Background: an optimization exercise with open tools, aiming at small area, a short achievable clock period and few clock cycles per item. Do not read the settings as production practice.
Function was checked by simulation only, so behaviour that the tests miss may differ from the original.
Power figures rest on the tool's default switching activity, not on a simulated workload.

Setup of before:
==> flow/design.v (excerpt) <==
module point_in_polygon_crossing_test #(
    parameter int COORD_BITS  = pip_pkg::COORD_BITS_DEFAULT,
    parameter int QUEUE_DEPTH = pip_pkg::QUEUE_DEPTH_DEFAULT
) (
    input  logic                  i_clk,
    input  logic                  i_rst_n,
    input  logic                  i_cfg_we,
    input  logic                  i_cfg_idx,
    input  logic [COORD_BITS-1:0] i_cfg_data,
    input  logic                  i_valid,
    output logic                  o_ready,
    input  logic [COORD_BITS-1:0] i_vertex_x,
    input  logic [COORD_BITS-1:0] i_vertex_y,
    input  logic                  i_last_vertex,
    output logic                  o_valid,
    input  logic                  i_ready,
    output logic                  o_inside_res
);
    localparam int OWE_BITS = $clog2(QUEUE_DEPTH + 1);
    logic [COORD_BITS-1:0] r_query_x;
    logic [COORD_BITS-1:0] r_query_y;
    logic                  hold;
    logic                  r_ready;
    logic                  accept;
    logic                  r_open;
    logic [OWE_BITS-1:0]   r_owed;
    logic [OWE_BITS-1:0]   n_owed;
    logic                  pop;
    pip_pkg::t_mag         f_mag;
    logic                  r_in_v;
    pip_pkg::t_mag         r_in;
    logic                  r_in_first;
    logic                  r_in_last;
    pip_pkg::t_vtx         in_vtx;
    logic                  r_cur_v;
    logic                  r_cur_first;
    logic                  r_cur_last;
    pip_pkg::t_vtx         r_cur;
    pip_pkg::t_vtx         r_prev;
    logic                  r_prev_first;
    pip_pkg::t_vtx         r_first;
    logic                  r_close;
    pip_pkg::t_vtx         e_p2;
    logic                  edge_en;
    logic                  e_dec;
    logic                  e_toggle;
    logic                  e_t_gt;
    logic                  e_t_lt;
    logic                  e_t_eq;
    logic                  e_p1;
    logic                  e_m1;
    logic                  e_inx_p;
    logic                  e_inx_q;
    logic [12:0]           e_xs;
    logic [12:0]           e_ys;
    logic                  r2_v;
    logic                  r2_close;
    logic                  r2_dec;
  ...
==> flow/config.mk <==
export PLATFORM = sky130hd
export DESIGN_NAME = point_in_polygon_crossing_test
export DESIGN_NICKNAME = point_in_polygon_crossing_test
export VERILOG_FILES = /design/flow/design.v
export SDC_FILE = /design/flow/constraint.sdc
export NUM_CORES = 4
export LEC_CHECK = 0
export ABC_AREA = 1
export CAP_MARGIN = 20
export CORE_MARGIN = 2
export CORE_UTILIZATION = 40
export CTS_BUF_LIST = sky130_fd_sc_hd__clkbuf_4 sky130_fd_sc_hd__clkbuf_8
export SLEW_MARGIN = 20
export SETUP_SLACK_MARGIN = 5.9
==> flow/constraint.sdc <==
create_clock -name core_clock -period 10.0 [get_ports {i_clk}]
set_input_delay 2.0000 -clock core_clock [delete_from_list [all_inputs] [get_ports {i_clk}]]
set_output_delay 2.0000 -clock core_clock [all_outputs]
set_load 0.01 [all_outputs]
standard.sh (not shown) runs the stock make flow with config.mk's settings and CLKGATE_MAP_FILE= SYNTH_SCRIPT=/design/flow/synth_recipe.tcl, a recipe that flattens the netlist after the stock synthesis.
==> flow/flow/run.sh <==
#!/bin/bash
set -e
CFG=${FLOW_CONFIG:-config.mk}
MARGIN=$(cat flow/margin.txt)
grep -v '^export SETUP_SLACK_MARGIN' "$CFG" > config.mk.new
echo "export SETUP_SLACK_MARGIN = ${MARGIN}" >> config.mk.new
cat config.mk.new > "$CFG"
bash standard.sh > standard.log 2>&1
==> flow/flow/margin.txt <==
5.9
before: full flow OK, the timing, DRC and antenna checks passed
Testbench counts of before, summed over its fixed seeds: cycles 15,713, vertices 14,293.
Changes in after relative to before:
# before
export LEC_CHECK = 0
export ABC_AREA = 1
export CAP_MARGIN = 20
export CORE_MARGIN = 2
export CORE_UTILIZATION = 40
export CTS_BUF_LIST = sky130_fd_sc_hd__clkbuf_4 sky130_fd_sc_hd__clkbuf_8
export SLEW_MARGIN = 20
export SETUP_SLACK_MARGIN = 5.9
create_clock -name core_clock -period 10.0 [get_ports {i_clk}]
# after
export LEC_CHECK = 0
export ABC_AREA = 1
export CAP_MARGIN = 20
export CORE_MARGIN = 2
export CORE_UTILIZATION = 40
export SLEW_MARGIN = 20
export SETUP_SLACK_MARGIN = 5.6
create_clock -name core_clock -period 10.0 [get_ports {i_clk}]
==> flow/flow/margin.txt <==
5.6
--- outcome ---
Worst reg-to-reg path cell count came out lower on after than on before.
Sequential power essentially unchanged between after and before.
On power density of the placed cells: after sits below before.
Cmp after vs before: combinational power lower in after
after against before; total length of routed wires is down slightly.
Both conditions hold for after: the flow ran to the end and the final layout passed the timing, DRC and antenna checks.
Where final area is concerned, before is outperformed by after.
On number of placement rows, before tracks after almost exactly.
Taking before as the reference point, the global-route wire length before repair of after falls by 1.4%.
Between after and before, it is after whose post-route fraction of the period consumed by the critical path is higher, by 1.4 points.

afterwards: timing with drivers on the ports:
The flow's constraints put no driver on any port. The routed layouts listed below were extracted and timed again, unchanged, in two steps.
Step 1, drivers: a clkbuf_16 drives i_clk and a buf_2 each remaining input, both assumed.
Step 2 times the ports against the registers' clock, not the clock port: input delays grow and output delays shrink by t, the midpoint of the rising clock arrivals with the driver on.
Three values: no drivers, after step 1, after step 2; two values: the first two.
| run | shift t [ns] | setup WS [ns] | hold slack, ns | clock arrival spread, ns | pins driven straight from the clock port |
|---|---|---|---|---|---|
| before | 0.676 | 5.903 / 5.903 / 5.311 | 0.423 / 0.423 / 0.423 | 0.031 / 0.030 | 1 |
| after | 0.599 | 5.765 / 5.797 / 5.198 | 0.422 / 0.422 / 0.422 | 0.028 / 0.028 | 1 |
After both steps every run listed still meets setup and hold. For before, which loses most, drivers alone change the setup slack by 0.000 ns; drivers and shift together by -0.592 ns.
